Background: an optimization exercise with open tools, aiming at small area, a short achievable clock period and few clock cycles per item. Do not read the settings as production practice. In this exercise RTL edits were held to simulation tests only and were not proved equivalent to the original. Power figures rest on the tool's default switching activity, not on a simulated workload.

// exec_stage
module exec_stage (
    input  logic             clk,
    input  logic             rst,            
    input  logic             req_valid,
    input  logic [4:0]       req_func,
    input  logic             req_opa_sel,
    input  logic             req_opb_sel,
    input  logic [1:0]       req_rs_fwd,
    input  logic [1:0]       req_rt_fwd,
    input  logic [32-1:0] req_rs,         
    input  logic [32-1:0] req_rt,
    input  logic [32-1:0] req_ext,        
    input  logic [32-1:0] fwd_alu_res,
    input  logic [32-1:0] fwd_mem_res,
    output logic             rsp_valid,
    output logic [32-1:0] rsp_result,
    output logic [32-1:0] store_data_o,
    output logic             md_busy_o
);
Size in the first run: ~140 flip-flops, about 240 I/O pins.
clock: 6.5 ns
lec_check: 0
abc_clock_period_in_ps: 4500
cap_margin: 20
core_margin: 2
core_utilization: 40
setup_slack_margin: 1.5
slew_margin: 20
run.sh (not shown) runs the stock make flow with config.mk's settings and CLKGATE_MAP_FILE= SYNTH_SCRIPT=/design/flow/synth_recipe.tcl, a recipe that flattens the netlist after the stock synthesis.
The starting point finished but failed the layout checks on negative setup slack.
Testbench counts at the start, summed over its fixed seeds: cycles 48,424, items 24,016.
Edit:
Settings changed: ABC_CLOCK_PERIOD_IN_PS 4500 to unset, SETUP_SLACK_MARGIN 1.5 to unset.
The new run finished but fails on negative setup slack.
Combinational power went down by 5.5%.
Global-route usage went down by 1.6 points.
Final area went down by 5.4%.
Flip-flop and latch count stays the same.
Power went down by 4.6%.

========
== rev 12 ==
exec_stage, a different RTL version from the one above (not shown whole).
For scale: roughly 4000 cells after synthesis, roughly 140 flip-flops.
## exec_stage
module exec_stage (
    input  logic             clk,
    input  logic             rst,            
    input  logic             req_valid,
    input  logic [4:0]       req_func,
    input  logic             req_opa_sel,
    input  logic             req_opb_sel,
    input  logic [1:0]       req_rs_fwd,
    input  logic [1:0]       req_rt_fwd,
    input  logic [32-1:0] req_rs,         
    input  logic [32-1:0] req_rt,
    input  logic [32-1:0] req_ext,        
    input  logic [32-1:0] fwd_alu_res,
    input  logic [32-1:0] fwd_mem_res,
    output logic             rsp_valid,
    output logic [32-1:0] rsp_result,
    output logic [32-1:0] store_data_o,
    output logic             md_busy_o
);
localparam logic [4:0] ALU_NOP   = 5'd0;
localparam logic [4:0] ALU_PA    = 5'd1;    
localparam logic [4:0] ALU_PB    = 5'd2;    
localparam logic [4:0] ALU_ADD   = 5'd3;
localparam logic [4:0] ALU_SUB   = 5'd4;
localparam logic [4:0] ALU_AND   = 5'd5;
localparam logic [4:0] ALU_OR    = 5'd6;
localparam logic [4:0] ALU_XOR   = 5'd7;
localparam logic [4:0] ALU_NOR   = 5'd8;
localparam logic [4:0] ALU_SLT   = 5'd9;
localparam logic [4:0] ALU_SLTU  = 5'd10;
localparam logic [4:0] ALU_SLL   = 5'd11;   
localparam logic [4:0] ALU_SRL   = 5'd12;
localparam logic [4:0] ALU_SRA   = 5'd13;
localparam logic [4:0] ALU_MULT  = 5'd16;   
localparam logic [4:0] ALU_MULTU = 5'd17;
localparam logic [4:0] ALU_DIV   = 5'd18;
localparam logic [4:0] ALU_DIVU  = 5'd19;
localparam logic [4:0] ALU_MFHI  = 5'd20;
localparam logic [4:0] ALU_MFLO  = 5'd21;
localparam logic [4:0] ALU_MTHI  = 5'd22;
localparam logic [4:0] ALU_MTLO  = 5'd23;
localparam logic OPA_RS  = 1'b0;
localparam logic OPA_EXT = 1'b1;
localparam logic OPB_RT  = 1'b0;
localparam logic OPB_EXT = 1'b1;
localparam logic [1:0] FWD_NONE = 2'd0;
localparam logic [1:0] FWD_ALU  = 2'd1;     
localparam logic [1:0] FWD_MEM  = 2'd2;     
    logic [32-1:0] opa;
    logic [32-1:0] opb;
    logic [32-1:0] alu_res;
    logic [32-1:0] hilo_res;
    logic [32-1:0] res_d;
    logic             hilo_wr;      
  ...
Settings: LEC_CHECK=0, CAP_MARGIN=20, CORE_MARGIN=2, CORE_UTILIZATION=40, SLEW_MARGIN=20; clock period 6.5 ns.
Rev 12 was carried through to the last stage, and its layout satisfied the timing, design-rule and antenna checks.
Testbench counts of rev 12, summed over its fixed seeds: cycles 44,261, items 24,016.
The inputs of rev 13 differ from those of rev 12 as listed below.
Settings: an added SETUP_SLACK_MARGIN of 1.0.
Notes after the runs:
- Rev 13 finished every step from synthesis to the final layout, and the layout passed the timing, design-rule and antenna checks.
- A most common library cell in the layout ignoring fill and taps of sky130_fd_sc_hd__buf_4 is what rev 13 shows, while sky130_fd_sc_hd__nor2_1 belongs to rev 12.
- Fraction of power spent switching nets: rev 12 vs rev 13, no meaningful difference
- Largest stage delay on the critical path in rev 13 is 70 ps above rev 12.
- Delta (rev 13 minus rev 12): biggest fanout along the worst timing path lower; worst slew margin relative to its limit -3.8 points; routing usage on met1 went up; total power after layout picked up an extra 8.1%.
- Looking at worst setup path startpoint, the u_hilo_muldiv.lo[31] result is from rev 12; the u_hilo_muldiv.hi[17] one comes from rev 13.
- Fraction of power consumed by the clock network (higher): rev 12
- Where minimum period implied by the final worst setup slack is concerned, rev 12 is outperformed by rev 13.

========
exec_stage, a different RTL version from the one above (not shown whole).
Size: ~4000 cells after synthesis.
export LEC_CHECK = 0
export CAP_MARGIN = 20
export CORE_MARGIN = 2
export CORE_UTILIZATION = 40
export SLEW_MARGIN = 20
create_clock -name core_clock -period 6.5 [get_ports {clk}]
standard.sh (not shown) runs the stock make flow with config.mk's settings and CLKGATE_MAP_FILE= SYNTH_SCRIPT=/design/flow/synth_recipe.tcl, a recipe that flattens the netlist after the stock synthesis.
==> flow/flow/run.sh <==
#!/bin/bash
set -o pipefail
cp standard.sh standard_sh_copy.log
export BUFFER_PORTS_ARGS="-buffer_cell sky130_fd_sc_hd__buf_2"
bash standard.sh > standard.log 2>&1
The starting point finished with timing, DRC and antenna clean.
Testbench counts at the start, summed over its fixed seeds: cycles 44,261, items 24,016.
Rerun with:
Settings changed: ABC_AREA set to 1.
Combinational power is higher by about a fifth.
Wire length is lower by a little under a tenth.
Synthesized cell count is higher by about a fifth.
Synthesized area is lower by a few percent.
Fmax is higher by a few percent.
Final area is lower by a few percent.
Die area is lower by a few percent.
Rerun with:
==> flow/run.sh (new file) <==
#!/bin/bash
# synth_recipe.tcl (not shown) runs the flow's synth.tcl, then flattens the netlist and writes it again
# the make line also repeats each setting of config.mk as NAME=value (left out here)
make -C /OpenROAD-flow-scripts/flow DESIGN_CONFIG=/design/flow/config.mk WORK_HOME=/design/flow/orfs CLKGATE_MAP_FILE= SYNTH_SCRIPT=/design/flow/synth_recipe.tcl finish
Settings changed: ABC_AREA 1 to not set.
removed: flow/flow/run.sh
removed: flow/standard.sh
Total power came out lower by about 7%; wire length came out higher by about 12%; via count came out lower by 1.4%; final cell count came out lower by about 10%; critical path depth came out lower by 6; design area came out higher by 12%; synthesized area came out higher by 3.5%; utilization came out higher by 3.8 points; global-route usage came out higher by 3.1 points; combinational power came out lower by about 11%.

afterwards: timing with drivers on the ports:
The results above use ideal ports. As a check the final layouts listed here were re-extracted and re-timed, cells and wires unchanged.
Step 1 assumes that a clkbuf_16 drives the clock port and a buf_2 every other input.
Step 2 moves the port delays by t, midway between the first and last clock arrival at a register: inputs arrive t later, outputs are due t later. That takes back most of the time a late clock gives input paths.
Slacks: ideal / step 1 / step 2; pairs: ideal / step 1.
run | shift t [ns] | slack for setup (ns) | pins driven straight from the clock port
the first run of note 1 | 0.559 | -0.762 / -0.762 / -0.762 | 1
the second run of note 1 | 0.524 | -0.679 / -0.679 / -0.679 | 1
rev 12 | 0.562 | 0.197 / 0.197 / -0.213 | 1
rev 13 | 0.560 | 0.721 / 0.721 / 0.543 | 1
the first run of note 3 | 0.562 | 0.325 / 0.325 / 0.111 | 1
the second run of note 3 | 0.521 | 0.533 / 0.533 / 0.416 | 1
the third run of note 3 | 0.573 | 0.135 / 0.135 / 0.090 | 1
With both steps, setup timing fails in rev 12, where it was met with ideal ports. For rev 12, which loses most, drivers alone change the setup slack by 0.000 ns; drivers and shift together by -0.410 ns.
